Background: an optimization exercise with open tools, aiming at small area. Do not read the settings as production practice.
In this exercise RTL edits were held to simulation tests only and were not proved equivalent to the original.
Power and IR drop assume default switching activity.

--- flow/config.mk ---
export PLATFORM = sky130hd
export DESIGN_NAME = cgra_array
export DESIGN_NICKNAME = cgra_array
export VERILOG_FILES = /design/flow/design.v
export SDC_FILE = /design/flow/constraint.sdc
export NUM_CORES = 4
export LEC_CHECK = 0
export CAP_MARGIN = 20
export CORE_MARGIN = 2
export CORE_UTILIZATION = 45
export PLACE_DENSITY = 0.62
export SLEW_MARGIN = 20
export SYNTH_HIERARCHICAL = 1
export SYNTH_MINIMUM_KEEP_SIZE = 0
--- flow/constraint.sdc ---
create_clock -name core_clock -period 10.0 [get_ports {clk}]
set_input_delay 2.0000 -clock core_clock [delete_from_list [all_inputs] [get_ports {clk}]]
set_output_delay 2.0000 -clock core_clock [all_outputs]
set_load 0.01 [all_outputs]
--- flow/design.v ---
package cgra_pkg;
    localparam int CTX_WIDTH      = 64;
    localparam int CTX_DEPTH      = 16;
    localparam int CTX_ROW_BITS   = $clog2(CTX_DEPTH);
    localparam int CTX_PAIRS      = CTX_DEPTH / 2;
    localparam int LANE_BITS      = $clog2(CTX_WIDTH / 16);
    localparam int APB_ADDR_WIDTH = 20;
    localparam int APB_DATA_WIDTH = 32;
    localparam int APB_STRB_WIDTH = APB_DATA_WIDTH / 8;
    localparam int REGION_LSB = 18;
    localparam int TILE_LSB   = 7;
    localparam int ROW_LSB    = 3;
    localparam int LANE_LSB   = 1;
    localparam int REG_LSB    = 2;
    localparam int OPCODE_LSB = 30;
    localparam int TARGET_LSB = 43;
    localparam logic [4:0] OP_JUMP = 5'b11110;
endpackage
`timescale 1ns/1ps
module context_memory (
    input  logic                              clk,
    input  logic [cgra_pkg::CTX_PAIRS*8-1:0]  wr_en,      
    input  logic [cgra_pkg::CTX_PAIRS-1:0]    wr_ring_n,  
    input  logic [cgra_pkg::CTX_WIDTH-1:0]    wr_col,     
    input  logic                              ph,
    input  logic [cgra_pkg::CTX_ROW_BITS-1:0] raddr,
    output logic [cgra_pkg::CTX_WIDTH-1:0]    rdata
);
    localparam int P = cgra_pkg::CTX_PAIRS;
    localparam int W = cgra_pkg::CTX_WIDTH;
    logic [W-1:0] x   [P];
    logic [W-1:0] y   [P];
    logic [W-1:0] y_d [P];
    for (genvar p = 0; p < P; p++) begin : g_ring
        for (genvar i = 0; i < W; i++) begin : g_bit
            gate_o22ai u_wr (
                .a1 (x[p][i]),
                .a2 (wr_en[8*p + i/8]),
                .b1 (wr_ring_n[p]),
                .b2 (wr_col[i]),
                .y  (y_d[p][i])
            );
        end
    end
    always_ff @(posedge clk) begin
        for (int p = 0; p < P; p++) begin
            x[p] <= y[p];
            y[p] <= y_d[p];
        end
    end
    logic [2*P-1:0] rsel;
    logic           in_y;
    assign in_y = raddr[0] ^ ph;
    always_comb begin
        for (int p = 0; p < P; p++) begin
            rsel[2*p]     = (raddr[3:1] == p[2:0]) & ~in_y;
            rsel[2*p + 1] = (raddr[3:1] == p[2:0]) & in_y;
        end
    end
    for (genvar i = 0; i < W; i++) begin : g_rd
        logic [2*P-1:0] col;
        for (genvar q = 0; q < P; q++) begin : g_col
            assign col[2*q]     = x[q][i];
            assign col[2*q + 1] = y[q][i];
        end
        onehot_mux16 u_mux (.d(col), .s(rsel), .y(rdata[i]));
    end
endmodule
module onehot_mux16 (
    input  logic [15:0] d,
    input  logic [15:0] s,
    output logic        y
);
    logic [5:0] n;
    for (genvar k = 0; k < 5; k++) begin : g_aoi
        gate_a222oi u_aoi (
            .a0 (d[3*k]),     .s0 (s[3*k]),
            .a1 (d[3*k + 1]), .s1 (s[3*k + 1]),
            .a2 (d[3*k + 2]), .s2 (s[3*k + 2]),
            .y  (n[k])
        );
    end
    gate_nand2 u_last (.a(d[15]), .b(s[15]), .y(n[5]));
    assign y = ~&n;
endmodule
module gate_nand2 (
    input  logic a, b,
    output logic y
);
    assign y = ~(a & b);
endmodule
module gate_o22ai (
    input  logic a1, a2, b1, b2,
    output logic y
);
    assign y = ~((a1 | a2) & (b1 | b2));
endmodule
module gate_a222oi (
    input  logic a0, s0, a1, s1, a2, s2,
    output logic y
);
    assign y = ~((a0 & s0) | (a1 & s1) | (a2 & s2));
endmodule
`timescale 1ns/1ps
module cgra_tile (
    input  logic                              clk,
    input  logic                              reset,
    input  logic [cgra_pkg::CTX_PAIRS*8-1:0]  wr_en,
    input  logic [cgra_pkg::CTX_PAIRS-1:0]    wr_ring_n,
    input  logic [cgra_pkg::CTX_WIDTH-1:0]    wr_col,
    input  logic [1:0]                        cnt,
    input  logic [cgra_pkg::CTX_ROW_BITS-1:0] host_row,
    input  logic [cgra_pkg::CTX_ROW_BITS-1:0] loop_start,
    input  logic [cgra_pkg::CTX_ROW_BITS-1:0] loop_end,
    input  logic                              run,
    output logic [cgra_pkg::CTX_WIDTH-1:0]    word,       
    output logic [cgra_pkg::CTX_ROW_BITS-1:0] pc
);
    logic       prev_jump;
    logic       is_jump;
    logic       take_jump;
    logic       out_of_window;
    logic       word_inv;
    logic [4:0] opcode;
    logic [2:0] target;
    logic [cgra_pkg::CTX_ROW_BITS-1:0] raddr;
    context_memory u_ctx_mem (
        .clk     (clk),
        .wr_en     (wr_en),
        .wr_ring_n (wr_ring_n),
        .wr_col    (wr_col),
        .ph        (cnt[0]),
        .raddr   (raddr),
        .rdata   (word)
    );
    assign raddr = run ? pc : host_row;
    assign word_inv = cnt[1] ^ ((raddr[0] ^ cnt[0]) & cnt[0]);
    assign opcode   = word[cgra_pkg::OPCODE_LSB +: 5] ^ {5{word_inv}};
    assign target   = word[cgra_pkg::TARGET_LSB +: 3] ^ {3{word_inv}};
    assign is_jump       = (opcode == cgra_pkg::OP_JUMP);
    assign take_jump     = is_jump & ~prev_jump;
    assign out_of_window = (pc >= loop_end) || (pc < loop_start);
    always_ff @(posedge clk) begin
        if (reset) begin
            pc <= '0;
        end else if (run) begin
            if (take_jump) begin
                pc <= {1'b0, target};
            end else if (out_of_window) begin
                pc <= loop_start;
            end else begin
                pc <= pc + 1'b1;
            end
        end
    end
    always_ff @(posedge clk) begin
        if (reset) prev_jump <= 1'b0;
        else       prev_jump <= run & is_jump;
    end
endmodule
`timescale 1ns/1ps
module cfg_apb_slave #(
    parameter int NUM_TILES = 4
) (
    input  logic                                clk,
    input  logic                                reset,
    input  logic                                psel,
    input  logic                                penable,
    input  logic                                pwrite,
    input  logic [cgra_pkg::APB_ADDR_WIDTH-1:0] paddr,
    input  logic [cgra_pkg::APB_DATA_WIDTH-1:0] pwdata,
    input  logic [cgra_pkg::APB_STRB_WIDTH-1:0] pstrb,
    input  logic [NUM_TILES*cgra_pkg::CTX_WIDTH-1:0]    tile_word,
    input  logic [NUM_TILES*cgra_pkg::CTX_ROW_BITS-1:0] tile_pc,
    output logic [cgra_pkg::APB_DATA_WIDTH-1:0] prdata,
    output logic                                pready,
    output logic                                pslverr,
    output logic [NUM_TILES*cgra_pkg::CTX_PAIRS*8-1:0] wr_en,
    output logic [NUM_TILES*cgra_pkg::CTX_PAIRS-1:0]   wr_ring_n,
    output logic [cgra_pkg::CTX_WIDTH-1:0]      wr_col,
    output logic [1:0]                          cnt,
    output logic [cgra_pkg::CTX_ROW_BITS-1:0]   host_row,
    output logic [cgra_pkg::CTX_ROW_BITS-1:0]   loop_start,
    output logic [cgra_pkg::CTX_ROW_BITS-1:0]   loop_end,
    output logic                                run
);
    localparam int P = cgra_pkg::CTX_PAIRS;
    logic [1:0]  region;
    logic [1:0]  reg_sel;
    logic [1:0]  tile;
    logic [1:0]  lane;
    logic        access;
    logic        tile_valid;
    logic        err;
    logic        ctx_wr;
    logic        ctrl_wr;
    assign region     = paddr[cgra_pkg::REGION_LSB +: 2];
    assign reg_sel    = paddr[cgra_pkg::REG_LSB +: 2];
    assign tile       = paddr[cgra_pkg::TILE_LSB +: 2];
    assign tile_valid = (paddr[cgra_pkg::TILE_LSB + 2 +: 4] == 4'd0);
    assign host_row   = paddr[cgra_pkg::ROW_LSB +: cgra_pkg::CTX_ROW_BITS];
    assign lane       = paddr[cgra_pkg::LANE_LSB +: 2];
    assign access     = psel & penable;
    always_comb begin
        case (region)
            2'd0:    err = !tile_valid || run;
            2'd1:    err = 1'b0;
            2'd2:    err = !tile_valid;
            default: err = 1'b1;
        endcase
    end
    assign pslverr = access & err;
    assign pready  = 1'b1;
    logic       post_reset;
    logic       clear;
    logic       ph;
    logic [1:0] cnt_next;
    logic       y_inv_next;
    assign cnt_next   = reset ? 2'd0 : cnt + 2'd1;
    assign y_inv_next = cnt_next[1] ^ cnt_next[0];
    assign ph         = cnt[0];
    always_ff @(posedge clk) begin
        post_reset <= reset;
        cnt        <= cnt_next;
    end
    assign clear = reset | post_reset;
    logic        pend;
    logic [1:0]  pend_tile;
    logic [2:0]  pend_pair;
    logic [1:0]  pend_lane;
    logic [1:0]  pend_strb;
    logic [15:0] pend_data;
    logic        now_ok;
    assign ctx_wr = access & pwrite & ~err & (region == 2'd0);
    assign now_ok = (host_row[0] == ph);
    always_ff @(posedge clk) begin
        pend <= ctx_wr & ~now_ok & ~reset;
        if (ctx_wr) begin
            pend_tile <= tile;
            pend_pair <= host_row[3:1];
            pend_lane <= lane;
            pend_strb <= pstrb[1:0];
            pend_data <= pwdata[15:0];
        end
    end
    logic        ins;
    logic [1:0]  ins_tile;
    logic [2:0]  ins_pair;
    logic [1:0]  ins_lane;
    logic [1:0]  ins_strb;
    logic [15:0] ins_data;
    assign ins      = pend | (ctx_wr & now_ok);
    assign ins_tile = pend ? pend_tile : tile;
    assign ins_pair = pend ? pend_pair : host_row[3:1];
    assign ins_lane = pend ? pend_lane : lane;
    assign ins_strb = pend ? pend_strb : pstrb[1:0];
    assign ins_data = pend ? pend_data : pwdata[15:0];
    logic [NUM_TILES*P-1:0] ring_sel;
    logic [7:0]             byte_sel;
    logic [15:0]            col_val;
    assign col_val = ~(({16{~clear}} & ins_data) ^ {16{y_inv_next}});
    always_comb begin
        for (int t = 0; t < NUM_TILES; t++) begin
            for (int p = 0; p < P; p++) begin
                ring_sel[t*P + p] = clear | (ins && ins_tile == t[1:0] && ins_pair == p[2:0]);
            end
        end
        for (int b = 0; b < 8; b++) begin
            byte_sel[b] = clear | (ins_lane == b[2:1] && ins_strb[b%2]);
        end
        for (int r = 0; r < NUM_TILES*P; r++) begin
            wr_ring_n[r] = ~ring_sel[r];
            for (int b = 0; b < 8; b++) begin
                wr_en[r*8 + b] = ring_sel[r] & byte_sel[b];
            end
        end
        for (int i = 0; i < cgra_pkg::CTX_WIDTH; i++) begin
            wr_col[i] = ~byte_sel[i/8] | col_val[i%16];
        end
    end
    assign ctrl_wr = access & pwrite & pstrb[0] & (region == 2'd1);
    always_ff @(posedge clk) begin
        if (reset) begin
            run        <= 1'b0;
            loop_start <= '0;
            loop_end   <= '0;
        end else if (ctrl_wr) begin
            case (reg_sel)
                2'd0:    run        <= pwdata[0];
                2'd1:    loop_start <= pwdata[3:0];
                2'd2:    loop_end   <= pwdata[3:0];
                default: ;
            endcase
        end
    end
    logic [15:0]                       half_sel;
    logic [15:0]                       sel_half;
    logic [cgra_pkg::CTX_ROW_BITS-1:0] sel_pc;
    logic                              half_inv;
    always_comb begin
        for (int t = 0; t < NUM_TILES; t++) begin
            for (int l = 0; l < 4; l++) begin
                half_sel[4*t + l] = (tile == t[1:0]) && (lane == l[1:0]);
            end
        end
    end
    for (genvar i = 0; i < 16; i++) begin : g_half
        logic [15:0] col;
        for (genvar t = 0; t < NUM_TILES; t++) begin : g_t
            for (genvar l = 0; l < 4; l++) begin : g_l
                assign col[4*t + l] = tile_word[t*cgra_pkg::CTX_WIDTH + 16*l + i];
            end
        end
        onehot_mux16 u_mux (.d(col), .s(half_sel), .y(sel_half[i]));
    end
    assign half_inv = cnt[1] ^ ((host_row[0] ^ cnt[0]) & cnt[0]);
    assign sel_pc = tile_pc[tile*cgra_pkg::CTX_ROW_BITS +: cgra_pkg::CTX_ROW_BITS];
    always_comb begin
        prdata = '0;
        if (access && !pwrite && !err) begin
            case (region)
                2'd0: prdata[15:0] = sel_half ^ {16{half_inv}};
                2'd1: begin
                    case (reg_sel)
                        2'd0:    prdata[0]   = run;
                        2'd1:    prdata[3:0] = loop_start;
                        2'd2:    prdata[3:0] = loop_end;
                        default: ;
                    endcase
                end
                2'd2:    prdata[3:0] = sel_pc;
                default: ;
            endcase
        end
    end
endmodule
`timescale 1ns/1ps
module cgra_array #(
    parameter int NUM_TILES = 4
) (
    input  logic                                clk,
    input  logic                                reset,
    input  logic                                psel,
    input  logic                                penable,
    input  logic                                pwrite,
    input  logic [cgra_pkg::APB_ADDR_WIDTH-1:0] paddr,
    input  logic [cgra_pkg::APB_DATA_WIDTH-1:0] pwdata,
    input  logic [cgra_pkg::APB_STRB_WIDTH-1:0] pstrb,
    output logic [cgra_pkg::APB_DATA_WIDTH-1:0] prdata,
    output logic                                pready,
    output logic                                pslverr
);
    localparam int EN_W = cgra_pkg::CTX_PAIRS * 8;
    logic [NUM_TILES*EN_W-1:0]                   wr_en;
    logic [NUM_TILES*cgra_pkg::CTX_PAIRS-1:0]    wr_ring_n;
    logic [cgra_pkg::CTX_WIDTH-1:0]              wr_col;
    logic [1:0]                                  cnt;
    logic [cgra_pkg::CTX_ROW_BITS-1:0]           host_row;
    logic [cgra_pkg::CTX_ROW_BITS-1:0]           loop_start;
    logic [cgra_pkg::CTX_ROW_BITS-1:0]           loop_end;
    logic                                        run;
    logic [NUM_TILES*cgra_pkg::CTX_WIDTH-1:0]    tile_word;
    logic [NUM_TILES*cgra_pkg::CTX_ROW_BITS-1:0] tile_pc;
    cfg_apb_slave #(
        .NUM_TILES (NUM_TILES)
    ) u_cfg (
        .clk        (clk),
        .reset      (reset),
        .psel       (psel),
        .penable    (penable),
        .pwrite     (pwrite),
        .paddr      (paddr),
        .pwdata     (pwdata),
        .pstrb      (pstrb),
        .tile_word  (tile_word),
        .tile_pc    (tile_pc),
        .prdata     (prdata),
        .pready     (pready),
        .pslverr    (pslverr),
        .wr_en      (wr_en),
        .wr_ring_n  (wr_ring_n),
        .wr_col     (wr_col),
        .cnt        (cnt),
        .host_row   (host_row),
        .loop_start (loop_start),
        .loop_end   (loop_end),
        .run        (run)
    );
    for (genvar g = 0; g < NUM_TILES; g++) begin : g_tile
        cgra_tile u_tile (
            .clk        (clk),
            .reset      (reset),
            .wr_en      (wr_en[g*EN_W +: EN_W]),
            .wr_ring_n  (wr_ring_n[g*cgra_pkg::CTX_PAIRS +: cgra_pkg::CTX_PAIRS]),
            .wr_col     (wr_col),
            .cnt        (cnt),
            .host_row   (host_row),
            .loop_start (loop_start),
            .loop_end   (loop_end),
            .run        (run),
            .word       (tile_word[g*cgra_pkg::CTX_WIDTH +: cgra_pkg::CTX_WIDTH]),
            .pc         (tile_pc[g*cgra_pkg::CTX_ROW_BITS +: cgra_pkg::CTX_ROW_BITS])
        );
    end
endmodule
--- flow/run.sh ---
#!/bin/bash
# synth_recipe.tcl (not shown) runs the flow's synth.tcl, then flattens the netlist and writes it again
# the make line also repeats each setting of config.mk as NAME=value (left out here)
make -C /OpenROAD-flow-scripts/flow DESIGN_CONFIG=/design/flow/config.mk WORK_HOME=/design/flow/orfs CLKGATE_MAP_FILE= SYNTH_SCRIPT=/design/flow/synth_recipe.tcl finish
==> reports/results.md, run 1 <==
| Item | This run | Unit |
|:---|:---|:---|
| Final-layout worst hold slack | 294.8 | ps |
| Final clock skew | 67.64 | ps |
| Clock Pin Slew Worst Setup and Hold Paths | 60 | ps |
| Cell depth of the worst hold path | 0 | - |
| WL met1 | 185.8 | mm |
| Area of the die | 0.2772 | mm² |
| Yosys cell types | 64 | - |
| Fill cells | 22.25k | - |
| Final clock period utilization by the worst path | 99.14 | % |
| Total power of the final layout | 40090 | µW |
| R2R Path End | g_tile[1].u_tile.pc[2] | - |
| PwrDens | 271.4 | mW/mm² |
| Number of max-cap violations | 0 | - |
| Slack of the worst reg-to-reg path | 3810 | ps |
| Share of final-layout standard cells stronger than drive strength 1 | 14.59 | % |
| Slowest-stage cell, CP | sky130_fd_sc_hd__a222oi_1 | - |
| Critical Path RT | 8000 | ps |
| Max Slew Vio Count | 0 | - |
| Static Leak | 0.05456 | µW |
| Pin count of the biggest net entering global routing | 152 | - |
| Finished Core Util | 54.46 | % |
| Family with the most delay on the worst path | buffers and inverters | - |
| Post-Syn Area per Cell | 12.74 | µm² |
| Sum of overflow across all layers after global routing | 0 | - |
| Number of sinks driven by the clock tree | 4154 | - |
| Net count of the finished layout | 10.68k | - |
| Number of flip-flops and latches in the synthesized netlist | 4154 | - |
| Vias in the first global route | 101.7k | - |
| Commonest non-fill, non-tap cell in the layout | sky130_fd_sc_hd__dfxtp_1 | - |
| DR top layer | met5 | - |
| Endpoint of the worst hold-timing path | g_tile[3].u_tile.u_ctx_mem.x[0][38] | - |
| Area delta synth->final | 20.24 | % |
| Total length of routed wires | 502.4 | mm |
| TritonCTS Buffers | 402 | - |
| Number of vias after detailed routing | 103.3k | - |
| Die X-Extent | 526.5 | µm |
| Routed length per instance | 34.69 | µm |
| Crit path capture type | output port | - |
| Count of hold-fix buffers inserted at cts | 0 | - |
| Length of routed met2 wiring | 209.6 | mm |
| Initial standard-cell utilization of the core | 45.30 | % |
| Resize count post-CTS | 0 | - |
| Crit-path max FO | 19 | - |
| Final Hold Fails | 0 | - |
| Cell-by-cell listing of the critical path | clkdlybuf4s50_1 > buf_4 > mux2i_1 > inv_1 > xnor2_2 > buf_4 > nor2_4 > buf_4 > a222oi_1 > and4_1 > nand3_1 > a222oi_1 > and4_1 > buf_4 > nand3_1 > buf_4 > xnor2_1 > nor3_1 > o31a_1 > clkdlybuf4s50_1 | - |
| CTS HTree Levels | 5 | - |
| Hold Crit Class | flip-flop to flip-flop | - |
| Setup Fix Bufs, Post-CTS | 0 | - |
| Category of the most critical setup path | primary input to output port | - |
| Initial DRC count | 18.47k | - |
| Root Buffer Master | sky130_fd_sc_hd__clkbuf_16 | - |
| First-pass DRT Iterations | 13 | - |
| Number of I/O port buffers | 53 | - |
| Cell area after synthesis | 0.1229 | mm² |
| Met3 Wirelength | 66.78 | mm |
| CP dominant cell by count | sky130_fd_sc_hd__buf_4 | - |
| Count of yosys warnings during synthesis | 14 | - |
| Worst-case headroom to the max-slew limit | 13.52 | % |
| Wire length of the first global-routing pass | 713.8 | mm |
| Run status | timing/DRC/antenna clean | - |
| Count of buffering cells on the critical path with inverters included | 8 | - |
| Fraction of registers with async set or reset after synthesis | 0 | % |
| Upper clock frequency limit | 100.9 | MHz |
| Number of vias per cell | 7.133 | - |
| Routability cong. | 0.9445 | - |
| Final standard cell area without fillers | 0.1477 | mm² |
| Number of endpoints failing setup at the final stage | 0 | - |
| Startpoint class of the critical path | primary input | - |
| CTS tree | built | - |
| Launch point of the worst hold path | g_tile[3].u_tile.u_ctx_mem.y[0][38] | - |
| Least-Margin Pin Slew | 1297 | ps |
| Leading cell types in the layout, fill and taps excluded | 4127 x sky130_fd_sc_hd__dfxtp_1, 2061 x sky130_fd_sc_hd__o22ai_1, 1365 x sky130_fd_sc_hd__a222oi_1, 565 x sky130_fd_sc_hd__buf_4, 411 x sky130_fd_sc_hd__clkbuf_16 | - |
| Most used flip-flop cell after synthesis | sky130_fd_sc_hd__dfxtp_1 | - |
| Highest ir drop seen on vdd | 0.1735 | mV |
| Setup repair after global routing missed its margin | false | - |
| Reg-to-reg critical path startpoint | u_cfg.run | - |
| Initial antenna violation count | 20 | - |
| Core Box Area | 0.2712 | mm² |
| Depth of the worst register-to-register path | 14 | - |
| Remaining antenna violation count after routing | 0 | - |
| Die Ht | 526.5 | µm |
| Sequential element share of the synthesized area | 67.89 | % |
| Remaining DRCs | 0 | - |
| Total track usage | 34.64 | % |
| Critical path's largest stage delay | 620 | ps |
| Clock period minus final worst setup slack | 9914 | ps |
| Number of buffers on the longest clock path | 4 | - |
| Post-synthesis instance total | 9644 | - |
| Post-synth EDFFs | 25 | - |
| Clock latency (worst-skew pair) | 930 | ps |
| Data arrival at the endpoint of the critical path | 7910 | ps |
| Number of top-level pins | 95 | - |
| Number of placement rows | 191 | - |
| Fin Setup TNS | 0 | ps |
| Half-perimeter wire length of the detailed placement result | 310.4 | mm |
| Area after DPL | 0.1339 | mm² |
routing by layer:
layer / up-vias / track usage (%)
met5: - / 0.5887
met4: 10 / 24.39
met3: 1483 / 10.74
met2: 7528 / 50.26
met1: 51390 / 43.69
li1: 42900 / -
per-module statistics from Yosys (local to each module, per instance), a selection:
| module | cells inside | flip-flops and latches |
|---|---|---|
| cgra_tile | 89 | 5 |
| context_memory | 1052 | 1024 |
| gate_a222oi | 1 | 0 |
| gate_nand2 | 1 | 0 |
| gate_o22ai | 1 | 0 |
| onehot_mux16 | 2 | 0 |
Yosys cell counts (all sizes together), types with 13 or more instances:
cell,number,area share (%)
dfxtp,4129,67
o22ai,2063,11
a222oi,1365,11
nand2,447,1.4
nand3,283,1.2
and4,272,1.9
o31ai,240,1.5
nor2,127,0.39
buf,84,0.54
clkbuf,76,0.23
inv,56,0.17
mux2i,52,0.42
o21ai,45,0.18
ha,37,0.38
nand2b,32,0.19
a31oi,28,0.14
nor3,27,0.14
edfxtp,25,0.61
xor2,25,0.20
xnor2,24,0.20
nor4,21,0.13
nand4,19,0.097
nand3b,17,0.10
o221ai,16,0.11
or3b,16,0.11
mux2,13,0.12
worst max path at each step:
stage / from / end / slack (ps) / cells after the start
2_1_floorplan: paddr[3] / prdata[0] / 530 / 14
3_3_place_gp: paddr[3] / prdata[1] / 250 / 20
3_5_place_dp: paddr[3] / prdata[1] / 240 / 20
4_1_cts: paddr[3] / prdata[1] / 180 / 20
5_1_grt: paddr[3] / prdata[1] / 20 / 20
6_report: paddr[3] / prdata[1] / 90 / 20
layout make-up:
| class | instances | area [µm²] | share of cell area, % |
|---|---|---|---|
| clock buffers | 582 | 11960 | 8.094 |
| diodes | 13 | 32.53 | 0.02202 |
| inverters | 56 | 210.2 | 0.1423 |
| multi-input cells | 5289 | 40050 | 27.11 |
| clock inverters | 144 | 1679 | 1.137 |
| repair buffers | 675 | 5923 | 4.009 |
| well taps | 3570 | 4467 | 3.024 |
| flip-flops and latches | 4154 | 83410 | 56.46 |
stage by stage:
stage,worst slack [ps],instances
after CTS,184.8,14470
after detailed placement,238.8,13740
after floorplan,533.1,9659
after global routing,23.74,14470
final,86.23,14480
after global placement,248.0,13740
logic make-up after synthesis:
| family | count (synthesis) | share of synthesized area [%] |
|---|---|---|
| AO/OA/AOI/OAI | 3813 | 23.96 |
| XOR/XNOR | 49 | 0.3982 |
| adder cells (fa/ha/maj) | 37 | 0.3768 |
| buffers and inverters | 216 | 0.9481 |
| flip-flops | 4154 | 67.89 |
| multiplexers | 66 | 0.5611 |
| other | 2 | 0.006112 |
| AND/OR/NAND/NOR | 1307 | 5.865 |
where the power goes:
| group | leakage, µW | internal, µW | total (µW) | switching, µW |
|---|---|---|---|---|
| registers | 0.0349 | 19100 | 20400 | 1320 |
| logic | 0.0129 | 1280 | 4080 | 2790 |
| clock network | 0.00672 | 9060 | 15600 | 6540 |
| total | 0.0546 | 29400 | 40100 | 10700 |
state kept, by name, indices dropped and copies added, names as in the netlist:
signal                     cells
u_cfg.pend_data               16
u_cfg.loop_start               4
g_tile.u_tile.prev_jump        4
u_cfg.pend                     1
g_tile.u_tile.u_ctx_mem.y   2048
g_tile.u_tile.pc              16
u_cfg.pend_strb                2
g_tile.u_tile.u_ctx_mem.x   2048
u_cfg.pend_lane                2
u_cfg.cnt                      2
u_cfg.post_reset               1
u_cfg.loop_end                 4
u_cfg.run                      1
u_cfg.pend_tile                2
u_cfg.pend_pair                3
worst register-to-register path, delay by kind of cell, from the launching register on:
| kind | cells | cell delay (ps) |
|---|---|---|
| AO/OA/AOI/OAI | 3 | 480 |
| buffers and inverters | 3 | 1200 |
| flip-flops | 1 | 710 |
| multiplexers | 1 | 500 |
| AND/OR/NAND/NOR | 7 | 3230 |
==> inputs of run 2 (changes only) <==
--- a/flow/config.mk
+++ b/flow/config.mk
@@ -9,5 +9,9 @@
 export CORE_MARGIN = 2
 export CORE_UTILIZATION = 45
+export CTS_BUF_LIST = sky130_fd_sc_hd__clkbuf_8
+export CTS_CLUSTER_DIAMETER = 60
+export CTS_CLUSTER_SIZE = 15
 export PLACE_DENSITY = 0.62
+export SETUP_SLACK_MARGIN = 0.15
 export SLEW_MARGIN = 20
 export SYNTH_HIERARCHICAL = 1
==> run 2 against run 1 <==
Against the previous run: first-iteration DRC count down 0.43%; register-to-register slack improved by 110 ps; area after synthesis stayed put; clock skew rose by 12 ps; sequential share of layout area is 3.5 points higher; synthesized cell count unchanged; critical path type unchanged; largest cell class unchanged; largest power group unchanged; highest routed layer unchanged.
==> reports/results.md, run 2 <==
| Item | This run | Unit |
|:---|:---|:---|
| Remaining DRCs | 0 | - |
| Die X-Extent | 526.5 | µm |
| Share of final-layout standard cells stronger than drive strength 1 | 12.28 | % |
| Family with the most delay on the worst path | buffers and inverters | - |
| Remaining antenna violation count after routing | 0 | - |
| Hold Crit Class | flip-flop to flip-flop | - |
| Clock latency (worst-skew pair) | 1070 | ps |
| Sum of overflow across all layers after global routing | 0 | - |
| Static Leak | 0.05042 | µW |
| Die Ht | 526.5 | µm |
| Total power of the final layout | 32890 | µW |
| Biggest registers after layout | g_tile.u_tile.u_ctx_mem.x: 2048 flops, g_tile.u_tile.u_ctx_mem.y: 2048 flops | - |
| Pin count of the biggest net entering global routing | 152 | - |
| CTS HTree Levels | 5 | - |
| Post-synth EDFFs | 25 | - |
| Max Slew Vio Count | 0 | - |
| Reg-to-reg critical path startpoint | u_cfg.run | - |
| Slack of the worst reg-to-reg path | 3920 | ps |
| Count of hold-fix buffers inserted at cts | 0 | - |
| Final Hold Fails | 0 | - |
| Commonest non-fill, non-tap cell in the layout | sky130_fd_sc_hd__dfxtp_1 | - |
| Root Buffer Master | sky130_fd_sc_hd__clkbuf_8 | - |
| Number of flip-flops and latches in the synthesized netlist | 4154 | - |
| Clock Pin Slew Worst Setup and Hold Paths | 100 | ps |
| First-pass DRT Iterations | 14 | - |
| Half-perimeter wire length of the detailed placement result | 310.4 | mm |
| Number of buffers on the longest clock path | 4 | - |
| Final-layout worst hold slack | 324.1 | ps |
| Depth of the worst register-to-register path | 14 | - |
| Final non-filler cell total | 14.14k | - |
| Number of I/O port buffers | 53 | - |
| Category of the most critical setup path | primary input to output port | - |
| R2R Path End | g_tile[1].u_tile.pc[2] | - |
| Critical Path RT | 8000 | ps |
| Yosys cell types | 64 | - |
| Stages on worst setup path | 18 | - |
| Worst setup path startpoint | paddr[4] | - |
| Fill cells | 23.14k | - |
| Run status | timing/DRC/antenna clean | - |
| Most used flip-flop cell after synthesis | sky130_fd_sc_hd__dfxtp_1 | - |
| Leading cell types in the layout, fill and taps excluded | 4127 x sky130_fd_sc_hd__dfxtp_1, 2061 x sky130_fd_sc_hd__o22ai_1, 1365 x sky130_fd_sc_hd__a222oi_1, 565 x sky130_fd_sc_hd__buf_4, 378 x sky130_fd_sc_hd__nand2_1 | - |
| Cell type with the largest total area after synthesis | sky130_fd_sc_hd__dfxtp_1 | - |
| Critical path's largest stage delay | 910 | ps |
| Timing endpoint of the critical path | prdata[1] | - |
| Wire length of the first global-routing pass | 705.7 | mm |
| Clock period minus final worst setup slack | 9851 | ps |
| Area delta synth->final | 13.20 | % |
| Number of top-level pins | 95 | - |
| Area of the die | 0.2772 | mm² |
| Least-Margin Pin Slew | 1305 | ps |
| Inst Count DP | 13.74k | - |
| Total length of routed wires | 497.9 | mm |
| Routability cong. | 0.9445 | - |
| Routed length per instance | 35.22 | µm |
| Number of vias per cell | 7.247 | - |
| Initial standard-cell utilization of the core | 45.30 | % |
| Worst-case headroom to the max-slew limit | 13.03 | % |
| Number of endpoints failing setup at the final stage | 0 | - |
| Vias in the first global route | 100.3k | - |
| Upper clock frequency limit | 101.5 | MHz |
| Sequential element share of the synthesized area | 67.89 | % |
| Number of vias after detailed routing | 102.5k | - |
| Final clock skew | 79.47 | ps |
| Total track usage | 34.25 | % |
| Highest ir drop seen on vdd | 0.1329 | mV |
| TritonCTS Buffers | 325 | - |
| Setup repair after global routing missed its margin | false | - |
| Data arrival at the endpoint of the critical path | 7850 | ps |
| Initial antenna violation count | 24 | - |
| CP dominant cell by count | sky130_fd_sc_hd__buf_4 | - |
| CTS tree | built | - |
| Startpoint class of the critical path | primary input | - |
| Net count of the finished layout | 10.60k | - |
| Initial DRC count | 18.40k | - |
| Crit-path max FO | 18 | - |
| Fin Setup TNS | 0 | ps |
| Cell area after synthesis | 0.1229 | mm² |
| Cell-by-cell listing of the critical path | clkdlybuf4s50_1 > mux2_2 > nand3b_1 > nor2_4 > buf_12 > buf_4 > a222oi_1 > and4_1 > nand3_1 > a222oi_1 > and4_1 > buf_4 > nand3_1 > buf_4 > xnor2_1 > nor3_1 > o31a_1 > clkdlybuf4s50_1 | - |
| Core Box Area | 0.2712 | mm² |
| Number of max-cap violations | 0 | - |
| Area share of the largest cell type after synthesis | 67.28 | % |
| Slowest-stage cell, CP | sky130_fd_sc_hd__clkdlybuf4s50_1 | - |
| Fraction of registers with async set or reset after synthesis | 0 | % |
| Top post-synthesis cells by area | sky130_fd_sc_hd__dfxtp_1 67%, sky130_fd_sc_hd__a222oi_1 11%, sky130_fd_sc_hd__o22ai_1 10% | - |
| Most used standard cells in the synthesized netlist | 4129 x sky130_fd_sc_hd__dfxtp_1, 2062 x sky130_fd_sc_hd__o22ai_1, 1365 x sky130_fd_sc_hd__a222oi_1 | - |
| Count of yosys warnings during synthesis | 14 | - |
| PwrDens | 236.5 | mW/mm² |
| Final clock period utilization by the worst path | 98.51 | % |
| Crit path capture type | output port | - |
| Post-Syn Area per Cell | 12.74 | µm² |
| Library cell with the highest instance count after synthesis | sky130_fd_sc_hd__dfxtp_1 | - |
| Post-synthesis instance total | 9644 | - |
| Number of sinks driven by the clock tree | 4154 | - |
| Number of placement rows | 191 | - |
| Count of buffering cells on the critical path with inverters included | 6 | - |
==> run 2: changes by cell type in the layout (fill, tap and decap cells not counted), moves of 4 or more <==
| cell | before | now |
|---|---|---|
| sky130_fd_sc_hd__clkinv_8 | 6 | 2 |
| sky130_fd_sc_hd__inv_16 | 4 | 0 |
| sky130_fd_sc_hd__inv_1 | 56 | 66 |
| sky130_fd_sc_hd__clkbuf_16 | 411 | 0 |
| sky130_fd_sc_hd__diode_2 | 13 | 18 |
| sky130_fd_sc_hd__clkinvlp_4 | 20 | 12 |
| sky130_fd_sc_hd__bufinv_16 | 29 | 0 |
| sky130_fd_sc_hd__clkbuf_8 | 103 | 341 |
| sky130_fd_sc_hd__clkinv_2 | 76 | 2 |
| sky130_fd_sc_hd__clkbuf_1 | 68 | 0 |
==> run 2: worst min path at each step <==
stage / cells past startpoint / start / slack, ps / endpoint
final: 0 / g_tile[2].u_tile.u_ctx_mem.y[0][18] / 320 / g_tile[2].u_tile.u_ctx_mem.x[0][18]
after CTS: 0 / g_tile[0].u_tile.u_ctx_mem.y[1][14] / 310 / g_tile[0].u_tile.u_ctx_mem.x[1][14]
after floorplan: 0 / g_tile[0].u_tile.u_ctx_mem.y[1][0] / 330 / g_tile[0].u_tile.u_ctx_mem.x[1][0]
after global placement: 0 / g_tile[2].u_tile.u_ctx_mem.y[4][58] / 330 / g_tile[2].u_tile.u_ctx_mem.x[4][58]
after detailed placement: 0 / g_tile[2].u_tile.u_ctx_mem.y[7][6] / 330 / g_tile[2].u_tile.u_ctx_mem.x[7][6]
after global routing: 0 / g_tile[1].u_tile.u_ctx_mem.y[2][50] / 320 / g_tile[1].u_tile.u_ctx_mem.x[2][50]
==> run 2: routing by layer <==
layer	wire, µm	GRT usage, %
met2	207600	49.41
met5	23	0
met4	39530	24.45
met3	65340	10.42
met1	185500	43.47
==> run 2: stage by stage <==
step | utilization (%) | area, µm² | setup slack, ps
after floorplan | - | 122900 | 533.1
after global placement | 49.24 | 133600 | 248.0
after detailed placement | 49.36 | 133900 | 238.8
after CTS | 51.18 | 138800 | 185.8
after global routing | 51.26 | 139100 | 152.0
final | 51.28 | 139100 | 149.0
==> run 2: layout make-up <==
cell class              instances  area, µm²  area share, %
diodes                         18      45.04        0.03239
clock buffers                 341       4693          3.374
clock inverters                34      240.2         0.1727
inverters                      56      210.2         0.1511
multi-input cells            5289      40060          28.81
flip-flops and latches       4154      83410          59.97
well taps                    3570       4467          3.212
repair buffers                676       5951          4.279
==> run 2: power by group <==
| group | internal, µW | switching [µW] | total (µW) |
|---|---|---|---|
| sequential | 19100 | 1310 | 20400 |
| combinational | 1280 | 2780 | 4070 |
| clock | 3100 | 5350 | 8440 |
==> run 2: Yosys stat by module, one instance, submodules excluded, excerpt <==
module          cell area (µm²)  flops+latches  cells
context_memory            20690           1024   1052
gate_o22ai                6.256              0      1
gate_nand2                3.754              0      1
gate_a222oi               10.01              0      1
cgra_tile                 690.7              5     89
onehot_mux16              13.76              0      2
==> run 2: worst register-to-register path, cell delays in order (launching register included) <==
cell and delay (ps):
sky130_fd_sc_hd__dfxtp_2 710, sky130_fd_sc_hd__buf_4 480, sky130_fd_sc_hd__mux2_2 500, sky130_fd_sc_hd__nand3_1 300
sky130_fd_sc_hd__nor2_4 990, sky130_fd_sc_hd__buf_4 500, sky130_fd_sc_hd__a222oi_1 150, sky130_fd_sc_hd__and4_1 260
sky130_fd_sc_hd__nand3_1 270, sky130_fd_sc_hd__buf_4 250, sky130_fd_sc_hd__nand3b_1 350, sky130_fd_sc_hd__or3_1 470
sky130_fd_sc_hd__nor3_1 460, sky130_fd_sc_hd__o22ai_1 140, sky130_fd_sc_hd__o22ai_1 180
==> run 2: cell families after synthesis <==
group | share of synthesized area (%)
DFF | 67.89
AOI/OAI and AO/OA | 23.96
and+or+nand+nor | 5.865
buffers and inverters | 0.9481
muxes | 0.5611
xor gates and xnor gates | 0.3982
adders and majority gates | 0.3768
other | 0.006112
==> run 2: repair_timing <==
item	in CTS	in global routing
setup buffers	0	0
endpoints found under the setup margin	0	1
resized for setup	0	2
==> inputs of run 3 (changes only) <==
--- a/flow/design.v
+++ b/flow/design.v
@@ -23,6 +23,5 @@
     input  logic [cgra_pkg::CTX_PAIRS-1:0]    wr_ring_n,  
     input  logic [cgra_pkg::CTX_WIDTH-1:0]    wr_col,     
-    input  logic                              ph,
-    input  logic [cgra_pkg::CTX_ROW_BITS-1:0] raddr,
+    input  logic [2*cgra_pkg::CTX_PAIRS-1:0]  rsel,       
     output logic [cgra_pkg::CTX_WIDTH-1:0]    rdata
 );
@@ -49,13 +48,4 @@
         end
     end
-    logic [2*P-1:0] rsel;
-    logic           in_y;
-    assign in_y = raddr[0] ^ ph;
-    always_comb begin
-        for (int p = 0; p < P; p++) begin
-            rsel[2*p]     = (raddr[3:1] == p[2:0]) & ~in_y;
-            rsel[2*p + 1] = (raddr[3:1] == p[2:0]) & in_y;
-        end
-    end
     for (genvar i = 0; i < W; i++) begin : g_rd
         logic [2*P-1:0] col;
@@ -110,5 +100,5 @@
     input  logic [cgra_pkg::CTX_WIDTH-1:0]    wr_col,
     input  logic [1:0]                        cnt,
-    input  logic [cgra_pkg::CTX_ROW_BITS-1:0] host_row,
+    input  logic [2*cgra_pkg::CTX_PAIRS-1:0]  host_sel,   
     input  logic [cgra_pkg::CTX_ROW_BITS-1:0] loop_start,
     input  logic [cgra_pkg::CTX_ROW_BITS-1:0] loop_end,
@@ -124,5 +114,6 @@
     logic [4:0] opcode;
     logic [2:0] target;
-    logic [cgra_pkg::CTX_ROW_BITS-1:0] raddr;
+    logic       pc_in_y;
+    logic [2*cgra_pkg::CTX_PAIRS-1:0] rsel;
     context_memory u_ctx_mem (
         .clk     (clk),
@@ -130,10 +121,15 @@
         .wr_ring_n (wr_ring_n),
         .wr_col    (wr_col),
-        .ph        (cnt[0]),
-        .raddr   (raddr),
+        .rsel      (rsel),
         .rdata   (word)
     );
-    assign raddr = run ? pc : host_row;
-    assign word_inv = cnt[1] ^ ((raddr[0] ^ cnt[0]) & cnt[0]);
+    assign pc_in_y = pc[0] ^ cnt[0];
+    always_comb begin
+        for (int p = 0; p < cgra_pkg::CTX_PAIRS; p++) begin
+            rsel[2*p]     = host_sel[2*p]     | (run && pc[3:1] == p[2:0] && !pc_in_y);
+            rsel[2*p + 1] = host_sel[2*p + 1] | (run && pc[3:1] == p[2:0] && pc_in_y);
+        end
+    end
+    assign word_inv = cnt[1] ^ (pc_in_y & cnt[0]);
     assign opcode   = word[cgra_pkg::OPCODE_LSB +: 5] ^ {5{word_inv}};
     assign target   = word[cgra_pkg::TARGET_LSB +: 3] ^ {3{word_inv}};
@@ -180,5 +176,5 @@
     output logic [cgra_pkg::CTX_WIDTH-1:0]      wr_col,
     output logic [1:0]                          cnt,
-    output logic [cgra_pkg::CTX_ROW_BITS-1:0]   host_row,
+    output logic [2*cgra_pkg::CTX_PAIRS-1:0]    host_sel,
     output logic [cgra_pkg::CTX_ROW_BITS-1:0]   loop_start,
     output logic [cgra_pkg::CTX_ROW_BITS-1:0]   loop_end,
@@ -195,4 +191,5 @@
     logic        ctx_wr;
     logic        ctrl_wr;
+    logic [cgra_pkg::CTX_ROW_BITS-1:0] host_row;
     assign region     = paddr[cgra_pkg::REGION_LSB +: 2];
     assign reg_sel    = paddr[cgra_pkg::REG_LSB +: 2];
@@ -314,4 +311,10 @@
         onehot_mux16 u_mux (.d(col), .s(half_sel), .y(sel_half[i]));
     end
+    always_comb begin
+        for (int p = 0; p < P; p++) begin
+            host_sel[2*p]     = !run && host_row[3:1] == p[2:0] && host_row[0] == ph;
+            host_sel[2*p + 1] = !run && host_row[3:1] == p[2:0] && host_row[0] != ph;
+        end
+    end
     assign half_inv = cnt[1] ^ ((host_row[0] ^ cnt[0]) & cnt[0]);
     assign sel_pc = tile_pc[tile*cgra_pkg::CTX_ROW_BITS +: cgra_pkg::CTX_ROW_BITS];
@@ -356,5 +359,5 @@
     logic [cgra_pkg::CTX_WIDTH-1:0]              wr_col;
     logic [1:0]                                  cnt;
-    logic [cgra_pkg::CTX_ROW_BITS-1:0]           host_row;
+    logic [2*cgra_pkg::CTX_PAIRS-1:0]            host_sel;
     logic [cgra_pkg::CTX_ROW_BITS-1:0]           loop_start;
     logic [cgra_pkg::CTX_ROW_BITS-1:0]           loop_end;
@@ -382,5 +385,5 @@
         .wr_col     (wr_col),
         .cnt        (cnt),
-        .host_row   (host_row),
+        .host_sel   (host_sel),
         .loop_start (loop_start),
         .loop_end   (loop_end),
@@ -395,5 +398,5 @@
             .wr_col     (wr_col),
             .cnt        (cnt),
-            .host_row   (host_row),
+            .host_sel   (host_sel),
             .loop_start (loop_start),
             .loop_end   (loop_end),
--- a/flow/config.mk
+++ b/flow/config.mk
@@ -9,9 +9,5 @@
 export CORE_MARGIN = 2
 export CORE_UTILIZATION = 45
-export CTS_BUF_LIST = sky130_fd_sc_hd__clkbuf_8
-export CTS_CLUSTER_DIAMETER = 60
-export CTS_CLUSTER_SIZE = 15
 export PLACE_DENSITY = 0.62
-export SETUP_SLACK_MARGIN = 0.15
 export SLEW_MARGIN = 20
 export SYNTH_HIERARCHICAL = 1
==> run 3 against run 2 <==
Against the previous run: now fails the layout checks on negative setup slack; register-to-register slack better by 370 ps; area after synthesis shrank 0.50%; critical endpoint is now prdata[2]; critical path type unchanged; combinational power rose by 13%.
==> reports/results.md, run 3 <==
| Item | This run | Unit |
|:---|:---|:---|
| Biggest registers after layout | g_tile.u_tile.u_ctx_mem.x: 2048 flops, g_tile.u_tile.u_ctx_mem.y: 2048 flops | - |
| Number of max-cap violations | 0 | - |
| Met2 capacity usage during global routing | 48.96 | % |
| Number of endpoints failing setup at the final stage | 5 | - |
| Die X-Extent | 525.2 | µm |
| CTS tree | built | - |
| Initial DRC count | 17.53k | - |
| Leading cell types in the layout, fill and taps excluded | 4127 x sky130_fd_sc_hd__dfxtp_1, 2060 x sky130_fd_sc_hd__o22ai_1, 1361 x sky130_fd_sc_hd__a222oi_1, 491 x sky130_fd_sc_hd__buf_4, 401 x sky130_fd_sc_hd__clkbuf_16 | - |
| Fill cells | 22.33k | - |
| Pin count of the biggest net entering global routing | 140 | - |
| Cell type with the largest total area after synthesis | sky130_fd_sc_hd__dfxtp_1 | - |
| Count of yosys warnings during synthesis | 14 | - |
| Cell area after synthesis | 0.1223 | mm² |
| PwrDens | 285.1 | mW/mm² |
| Top post-synthesis cells by area | sky130_fd_sc_hd__dfxtp_1 68%, sky130_fd_sc_hd__a222oi_1 11%, sky130_fd_sc_hd__o22ai_1 11% | - |
| Max Slew Vio Count | 0 | - |
| Clock latency (worst-skew pair) | 940 | ps |
| Data arrival at the endpoint of the critical path | 8190 | ps |
| Least-Margin Pin Slew | 1295 | ps |
| Remaining antenna violation count after routing | 0 | - |
| Area share of the largest cell type after synthesis | 67.61 | % |
| Critical path's largest stage delay | 820 | ps |
| Met3 Use GR | 10.86 | % |
| Clock Pin Slew Worst Setup and Hold Paths | 60 | ps |
| Relative contribution of combinational cells to total power | 11.0 | % |
| Number of placement rows | 191 | - |
| Clock period minus final worst setup slack | 10190 | ps |
| Most used flip-flop cell after synthesis | sky130_fd_sc_hd__dfxtp_1 | - |
| Layer with the highest usage after global routing | met2 | - |
| Half-perimeter wire length of the detailed placement result | 304.7 | mm |
| Upper clock frequency limit | 98.14 | MHz |
| Count of buffering cells on the critical path with inverters included | 6 | - |
| Sequential element share of the synthesized area | 68.23 | % |
| Final Hold Fails | 0 | - |
| Share of final-layout standard cells stronger than drive strength 1 | 14.54 | % |
| Total length of routed wires | 492.1 | mm |
| Remaining DRCs | 0 | - |
| Category of the most critical setup path | primary input to output port | - |
| Wire length of the first global-routing pass | 697.5 | mm |
| Setup repair after global routing missed its margin | false | - |
| Area delta synth->final | 20.19 | % |
| Routability cong. | 1.005 | - |
| Switching Fraction | 27.02 | % |
| Critical Path RT | 8000 | ps |
| Root Buffer Master | sky130_fd_sc_hd__clkbuf_16 | - |
| Total power of the final layout | 41880 | µW |
| Highest ir drop seen on vdd | 0.1830 | mV |
| Cell-by-cell listing of the critical path | clkdlybuf4s50_1 > inv_1 > ha_1 > buf_4 > nor2_1 > nand2_1 > nor2_2 > o21bai_4 > buf_4 > a222oi_1 > and4_1 > nand3_1 > a222oi_1 > and4_4 > nand3_1 > xnor2_1 > o21a_1 > nor3_4 > buf_4 > clkdlybuf4s50_1 | - |
| Set of violated layout checks | negative setup slack | - |
| Slack of the worst reg-to-reg path | 4290 | ps |
| Crit-path max FO | 19 | - |
| Total track usage | 33.80 | % |
| Family with the most delay on the worst path | simple AND/OR/NAND/NOR gates | - |
| Static Leak | 0.05454 | µW |
| Reg power frac | 51.4 | % |
| Minimum setup slack in the final design | -189.4 | ps |
| Initial standard-cell utilization of the core | 45.19 | % |
| Commonest non-fill, non-tap cell in the layout | sky130_fd_sc_hd__dfxtp_1 | - |
| Run status | finished with violations | - |
| Number of top-level pins | 95 | - |
| First-pass DRT Iterations | 14 | - |
| Number of buffers on the longest clock path | 4 | - |
| Post-synth EDFFs | 25 | - |
| Yosys cell types | 68 | - |
| Crit path capture type | output port | - |
| CP dominant cell by count | sky130_fd_sc_hd__buf_4 | - |
| Number of sinks driven by the clock tree | 4154 | - |
| Slowest-stage cell, CP | sky130_fd_sc_hd__a222oi_1 | - |
| Die Ht | 525.2 | µm |
| Routed length per instance | 34.22 | µm |
| Placement-stage worst setup slack | -541.8 | ps |
| Final clock skew | 74.13 | ps |
| Number of flip-flops and latches in the synthesized netlist | 4154 | - |
| Final clock period utilization by the worst path | 101.9 | % |
| Post-Syn Area per Cell | 12.74 | µm² |
| Number of vias per cell | 7.062 | - |
| Final-layout worst hold slack | 287.3 | ps |
| Library cell with the highest instance count after synthesis | sky130_fd_sc_hd__dfxtp_1 | - |
| Power dissipated by switching net loads | 11320 | µW |
| Proportion of power drawn by the clock network | 37.6 | % |
| Design internal power | 30570 | µW |
| TritonCTS Buffers | 396 | - |
| Number of vias after detailed routing | 101.5k | - |
| Number of I/O port buffers | 53 | - |
| Hold Crit Class | flip-flop to flip-flop | - |
| Sum of overflow across all layers after global routing | 0 | - |
| Worst-case headroom to the max-slew limit | 13.17 | % |
| CTS HTree Levels | 5 | - |
| Most used standard cells in the synthesized netlist | 4129 x sky130_fd_sc_hd__dfxtp_1, 2062 x sky130_fd_sc_hd__o22ai_1, 1361 x sky130_fd_sc_hd__a222oi_1 | - |
| Startpoint class of the critical path | primary input | - |
| Net count of the finished layout | 10.58k | - |
| Post-synthesis instance total | 9597 | - |
| Vias in the first global route | 100.0k | - |
| Initial antenna violation count | 28 | - |
| Fraction of registers with async set or reset after synthesis | 0 | % |
| Core Box Area | 0.2705 | mm² |
| Met1 Resource Use GR | 42.42 | % |
| Area of the die | 0.2759 | mm² |
## run 3: power groups by stage
stage / registers, µW / logic, µW / clock network, µW
6_report: 21500 / 4590 / 15700
5_1_grt: 21900 / 4680 / 16500
4_1_cts: 21500 / 4360 / 15800
3_5_place_dp: 21800 / 4340 / 0
3_3_place_gp: 21600 / 4240 / 0
2_1_floorplan: 21300 / 2340 / 0
## run 3: worst paths after layout
path / from / to / cells after the start
worst max register to register: u_cfg.cnt[0] / g_tile[1].u_tile.pc[2] / 14
worst min-delay path: g_tile[3].u_tile.u_ctx_mem.y[7][51] / g_tile[3].u_tile.u_ctx_mem.x[7][51] / 0
worst min register to register: g_tile[3].u_tile.u_ctx_mem.y[7][51] / g_tile[3].u_tile.u_ctx_mem.x[7][51] / 0
worst max-delay path: paddr[3] / prdata[2] / 20
## run 3: per-module statistics from Yosys, one instance, submodules excluded, a selection
module          times used  area [µm²]  flops+latches
cgra_tile                4       838.3              5
gate_a222oi           1360       10.01              0
gate_nand2             272       3.754              0
context_memory           4       20500           1024
onehot_mux16           272       13.76              0
gate_o22ai            2048       6.256              0
## run 3: repair_timing
action | CTS | global route
endpoints found under the setup margin | 4 | 8
gates cloned | 0 | 3
hold endpoints to repair | 0 | 0
gates resized for setup | 7 | 14
pin swaps | 2 | 11
hold buffers | 0 | 0
buffers inserted | 0 | 7
## run 3: stage by stage
step / TNS (ps) / std cells / utilization [%] / cell area [µm²]
6_report: -499.1 / 14380 / 54.31 / 146900
5_1_grt: 0 / 14380 / 54.31 / 146900
4_1_cts: 0 / 14350 / 54.12 / 146400
3_5_place_dp: -1187 / 13630 / 49.03 / 132600
3_3_place_gp: -1197 / 13630 / 48.92 / 132300
2_1_floorplan: 0 / 9612 / - / 122300
## run 3: cell families after synthesis
logic type	synth area share, %
flops	68.23
compound gates	23.64
other cells	0.006143
mux	0.3899
buf+inv	0.6345
fa+ha+maj	0.4196
simple gates	6.358
xor+xnor	0.3224
## run 3: worst register-to-register path, stage by stage (launching register included)
cell,delay [ps]
sky130_fd_sc_hd__dfxtp_1,660
sky130_fd_sc_hd__ha_1,390
sky130_fd_sc_hd__buf_4,180
sky130_fd_sc_hd__nor2_1,140
sky130_fd_sc_hd__nand2_1,120
sky130_fd_sc_hd__nor2_1,670
sky130_fd_sc_hd__a31o_2,950
sky130_fd_sc_hd__buf_4,460
sky130_fd_sc_hd__a222oi_1,150
sky130_fd_sc_hd__nand3_1,450
sky130_fd_sc_hd__nand4_1,250
sky130_fd_sc_hd__or2_2,380
sky130_fd_sc_hd__mux2_2,340
sky130_fd_sc_hd__or3_1,350
sky130_fd_sc_hd__o211a_1,120
## run 3: layer usage
| metal | vias to the layer above | wire length, µm |
|---|---|---|
| met5 | - | 167 |
| met4 | 26 | 38200 |
| met3 | 1385 | 64300 |
| met2 | 7040 | 206000 |
| met1 | 50530 | 183400 |
| li1 | 42570 | - |
## run 3: cell type report
type	count	area, µm²	area share (%)
flip-flops and latches	4154	83410	56.77
diodes	13	32.53	0.02214
well taps	3570	4467	3.040
clock buffers	558	11500	7.830
repair buffers	593	5075	3.454
inverters	48	180.2	0.1226
clock inverters	158	2242	1.526
multi-input cells	5285	40020	27.24
==> inputs of run 4 (changes only) <==
--- a/flow/design.v
+++ b/flow/design.v
@@ -291,24 +291,8 @@
         end
     end
-    logic [15:0]                       half_sel;
     logic [15:0]                       sel_half;
     logic [cgra_pkg::CTX_ROW_BITS-1:0] sel_pc;
     logic                              half_inv;
-    always_comb begin
-        for (int t = 0; t < NUM_TILES; t++) begin
-            for (int l = 0; l < 4; l++) begin
-                half_sel[4*t + l] = (tile == t[1:0]) && (lane == l[1:0]);
-            end
-        end
-    end
-    for (genvar i = 0; i < 16; i++) begin : g_half
-        logic [15:0] col;
-        for (genvar t = 0; t < NUM_TILES; t++) begin : g_t
-            for (genvar l = 0; l < 4; l++) begin : g_l
-                assign col[4*t + l] = tile_word[t*cgra_pkg::CTX_WIDTH + 16*l + i];
-            end
-        end
-        onehot_mux16 u_mux (.d(col), .s(half_sel), .y(sel_half[i]));
-    end
+    assign sel_half = tile_word[{tile, lane, 4'b0000} +: 16];
     always_comb begin
         for (int p = 0; p < P; p++) begin
--- a/flow/config.mk
+++ b/flow/config.mk
@@ -9,5 +9,9 @@
 export CORE_MARGIN = 2
 export CORE_UTILIZATION = 45
+export CTS_BUF_LIST = sky130_fd_sc_hd__clkbuf_8
+export CTS_CLUSTER_DIAMETER = 60
+export CTS_CLUSTER_SIZE = 15
 export PLACE_DENSITY = 0.62
+export SETUP_SLACK_MARGIN = 0.15
 export SLEW_MARGIN = 20
 export SYNTH_HIERARCHICAL = 1
==> run 4 against run 3 <==
Against the previous run: now clean on timing, DRC and antenna; area after synthesis down 0.35%; global-route usage down 6.5 points; register-to-register slack improved by 350 ps; hold slack improved by 19 ps; via count down 8.2%; count of clock-buffer cells in the layout is 220 lower; sequential share of layout area grew 4.6 points; non-clock buffer count is 179 lower; maximum frequency grew 4.7%.
==> reports/results.md, run 4 <==
| Item | This run | Unit |
|:---|:---|:---|
| Yosys cell types | 62 | - |
| Routed length per instance | 28.59 | µm |
| Number of buffers on the longest clock path | 4 | - |
| Total length of routed wires | 391.2 | mm |
| Commonest non-fill, non-tap cell in the layout | sky130_fd_sc_hd__dfxtp_1 | - |
| Fill cells | 23.12k | - |
| Worst-case headroom to the max-slew limit | 19.32 | % |
| Sequential element share of the synthesized area | 68.47 | % |
| Remaining DRCs | 0 | - |
| Share of final-layout standard cells stronger than drive strength 1 | 9.824 | % |
| Slack of the worst reg-to-reg path | 4640 | ps |
| Area delta synth->final | 11.66 | % |
| Number of vias per cell | 6.809 | - |
| Area taken by multi-input logic gates | 0.03891 | mm² |
| Final clock period utilization by the worst path | 97.34 | % |
| Number of vias after detailed routing | 93.18k | - |
| Number of top-level pins | 95 | - |
| Total track usage | 27.27 | % |
| Library cell with the highest instance count after synthesis | sky130_fd_sc_hd__dfxtp_1 | - |
| Number of endpoints failing setup at the final stage | 0 | - |
| PwrDens | 246.8 | mW/mm² |
| Sum of overflow across all layers after global routing | 0 | - |
| Core Box Area | 0.2700 | mm² |
| Post-Syn Area per Cell | 12.96 | µm² |
| Worst setup path startpoint | paddr[3] | - |
| Clock period minus final worst setup slack | 9734 | ps |
| Vias in the first global route | 92.76k | - |
| Most used flip-flop cell after synthesis | sky130_fd_sc_hd__dfxtp_1 | - |
| Number of placement rows | 191 | - |
| CTS tree | built | - |
| Remaining antenna violation count after routing | 0 | - |
| Initial antenna violation count | 24 | - |
| Initial standard-cell utilization of the core | 45.11 | % |
| Wire length of the first global-routing pass | 584.1 | mm |
| First-pass DRT Iterations | 13 | - |
| Pin count of the biggest net entering global routing | 73 | - |
| CTS HTree Levels | 5 | - |
| Clock latency (worst-skew pair) | 1020 | ps |
| Root Buffer Master | sky130_fd_sc_hd__clkbuf_8 | - |
| TritonCTS Buffers | 326 | - |
| R2R Path End | g_tile[3].u_tile.pc[2] | - |
| Top post-synthesis cells by area | sky130_fd_sc_hd__dfxtp_1 68%, sky130_fd_sc_hd__a222oi_1 11%, sky130_fd_sc_hd__o22ai_1 11% | - |
| Final-layout worst hold slack | 306.7 | ps |
| Crit path capture type | output port | - |
| Area share of the largest cell type after synthesis | 67.85 | % |
| Least-Margin Pin Slew | 1209 | ps |
| Count of yosys warnings during synthesis | 14 | - |
| Reg-to-reg critical path startpoint | u_cfg.cnt[0] | - |
| Cell area after synthesis | 0.1218 | mm² |
| Max Slew Vio Count | 0 | - |
| Die Ht | 524.3 | µm |
| Net count of the finished layout | 10.17k | - |
| Post-synthesis instance total | 9402 | - |
| Half-perimeter wire length of the detailed placement result | 264.7 | mm |
| Setup repair after global routing missed its margin | false | - |
| Category of the most critical setup path | primary input to output port | - |
| Upper clock frequency limit | 102.7 | MHz |
| Static Leak | 0.04963 | µW |
| Data arrival at the endpoint of the critical path | 7730 | ps |
| Storage element area | 0.08341 | mm² |
| Fin Setup TNS | 0 | ps |
| Critical Path RT | 8000 | ps |
| Cell type with the largest total area after synthesis | sky130_fd_sc_hd__dfxtp_1 | - |
| Final Hold Fails | 0 | - |
| Number of sinks driven by the clock tree | 4154 | - |
| Run status | timing/DRC/antenna clean | - |
| Number of I/O port buffers | 53 | - |
| Depth of the worst register-to-register path | 16 | - |
| Setup Fix Bufs, Post-CTS | 0 | - |
| Highest ir drop seen on vdd | 0.1118 | mV |
| Crit-path max FO | 20 | - |
| Number of max-cap violations | 0 | - |
| Number of flip-flops and latches in the synthesized netlist | 4154 | - |
| Startpoint class of the critical path | primary input | - |
| Routability cong. | 0.9886 | - |
| Area of the die | 0.2749 | mm² |
| Hold Crit Class | flip-flop to flip-flop | - |
| Initial DRC count | 13.97k | - |
| Final clock skew | 57.12 | ps |
| Die X-Extent | 524.3 | µm |
| Leading cell types in the layout, fill and taps excluded | 4127 x sky130_fd_sc_hd__dfxtp_1, 2048 x sky130_fd_sc_hd__o22ai_1, 1281 x sky130_fd_sc_hd__a222oi_1, 345 x sky130_fd_sc_hd__nor2_1, 343 x sky130_fd_sc_hd__nand2_1 | - |
| Most used standard cells in the synthesized netlist | 4129 x sky130_fd_sc_hd__dfxtp_1, 2048 x sky130_fd_sc_hd__o22ai_1, 1281 x sky130_fd_sc_hd__a222oi_1 | - |
| Post-synth EDFFs | 25 | - |
| Timing endpoint of the critical path | prdata[0] | - |
| Biggest registers after layout | g_tile.u_tile.u_ctx_mem.x: 2048 flops, g_tile.u_tile.u_ctx_mem.y: 2048 flops | - |
| Clock Pin Slew Worst Setup and Hold Paths | 90 | ps |
| Fraction of registers with async set or reset after synthesis | 0 | % |
[run 4: timing repair]
item / 4_1_cts / 5_1_grt
gates resized for setup: 0 / 1
setup endpoints to repair: 0 / 3
hold buffers: 0 / 0
[run 4: cells by family after synthesis]
kind of cell | after synthesis | share of synthesized area [%]
AO/OA/AOI/OAI | 3543 | 22.60
adder cells (fa/ha/maj) | 41 | 0.4211
multiplexers | 129 | 1.894
AND/OR/NAND/NOR | 1356 | 5.825
flip-flops | 4154 | 68.47
XOR/XNOR | 32 | 0.2301
buffers and inverters | 145 | 0.5546
other | 2 | 0.006165
[run 4: Yosys stat by module, one instance, submodules excluded, a selection]
module,cell area (µm²),times used,flip-flops and latches,cells inside
cgra_tile,838.3,4,5,102
onehot_mux16,13.76,256,0,2
context_memory,20500,4,1024,1024
gate_nand2,3.754,256,0,1
gate_o22ai,6.256,2048,0,1
gate_a222oi,10.01,1280,0,1
[run 4: worst max-delay path, cell delays in order]
cell	delay, ps
sky130_fd_sc_hd__clkdlybuf4s50_1	570
sky130_fd_sc_hd__inv_1	150
sky130_fd_sc_hd__ha_1	390
sky130_fd_sc_hd__inv_1	230
sky130_fd_sc_hd__or3_1	250
sky130_fd_sc_hd__nor2_2	160
sky130_fd_sc_hd__o21bai_4	410
sky130_fd_sc_hd__buf_12	280
sky130_fd_sc_hd__a222oi_1	350
sky130_fd_sc_hd__and4_1	340
sky130_fd_sc_hd__nand3_1	360
sky130_fd_sc_hd__mux4_2	580
sky130_fd_sc_hd__a22oi_1	190
sky130_fd_sc_hd__buf_4	160
sky130_fd_sc_hd__a21oi_1	60
sky130_fd_sc_hd__nand3b_1	230
sky130_fd_sc_hd__a21oi_1	290
sky130_fd_sc_hd__buf_4	150
sky130_fd_sc_hd__clkdlybuf4s50_1	530
[run 4: area by class of cell]
cell class / instances / share of cell area [%]
multi-input combinational: 5118 / 28.61
timing repair buffer: 414 / 2.980
sequential: 4154 / 61.32
tap: 3570 / 3.284
clock inverter: 34 / 0.2373
clock buffer: 338 / 3.420
inverter: 50 / 0.1380
antenna: 7 / 0.01288
[run 4: report_power, final]
group	switching (µW)	internal, µW
clock	5210	3130
sequential	1540	19600
combinational	2660	1460
[run 4: per-stage QoR]
step	worst slack [ps]	instance area [µm²]	power (µW)	cells	utilization, %
after floorplan	2143	121900	23260	9417	-
after CTS	196.7	135800	33550	13670	50.31
after global placement	212.2	130900	25080	13300	48.46
after global routing	153.9	136000	34810	13680	50.37
final	265.8	136000	33560	13690	50.37
after detailed placement	215.1	130900	25380	13300	48.46
[run 4: metal layers]
| layer | global-route usage (%) | up-vias | part of all wire [%] |
|---|---|---|---|
| met1 | 37.94 | 46900 | 42 |
| met3 | 4.767 | 769 | 9.0 |
| met5 | 0 | - | 0.012 |
| met4 | 11.58 | 8 | 4.0 |
| li1 | - | 40780 | - |
| met2 | 41.78 | 4727 | 44 |
[run 4: worst min-delay path by stage]
stage | start | end | slack, ps | cells past startpoint
after floorplan | g_tile[0].u_tile.u_ctx_mem.y[1][0] | g_tile[0].u_tile.u_ctx_mem.x[1][0] | 330 | 0
after global placement | g_tile[3].u_tile.u_ctx_mem.y[1][19] | g_tile[3].u_tile.u_ctx_mem.x[1][19] | 330 | 0
after detailed placement | g_tile[3].u_tile.u_ctx_mem.y[1][46] | g_tile[3].u_tile.u_ctx_mem.x[1][46] | 330 | 0
after CTS | g_tile[1].u_tile.u_ctx_mem.y[6][4] | g_tile[1].u_tile.u_ctx_mem.x[6][4] | 310 | 0
after global routing | g_tile[1].u_tile.u_ctx_mem.y[3][48] | g_tile[1].u_tile.u_ctx_mem.x[3][48] | 320 | 0
final | g_tile[1].u_tile.u_ctx_mem.y[3][48] | g_tile[1].u_tile.u_ctx_mem.x[3][48] | 310 | 0

port drivers added, routing unchanged:
The results above use ideal ports. As a check the final layouts listed here were re-extracted and re-timed, cells and wires unchanged. Step 1 assumes that a clkbuf_16 drives the clock port and a buf_2 every other input. Step 2 moves the port delays by t, midway between the first and last clock arrival at a register: inputs arrive t later, outputs are due t later. That takes back most of the time a late clock gives input paths. a / b / c = no drivers / after step 1 / after step 2; a / b = the first two.
run	t, ns	slack for setup (ns)	hold slack, ns	pins driven straight from the clock port
run 1	1.007	0.086 / 0.053 / 0.053	0.295 / 0.295 / 0.295	1
run 2	1.137	0.149 / 0.123 / 0.123	0.324 / 0.324 / 0.324	1
run 3	1.014	-0.189 / -0.395 / -0.395	0.287 / 0.287 / 0.287	1
run 4	1.072	0.266 / 0.245 / 0.245	0.307 / 0.307 / 0.307	1
The setup slack of run 3, which loses most, moves by -0.206 ns with the drivers and by -0.206 ns with both steps.
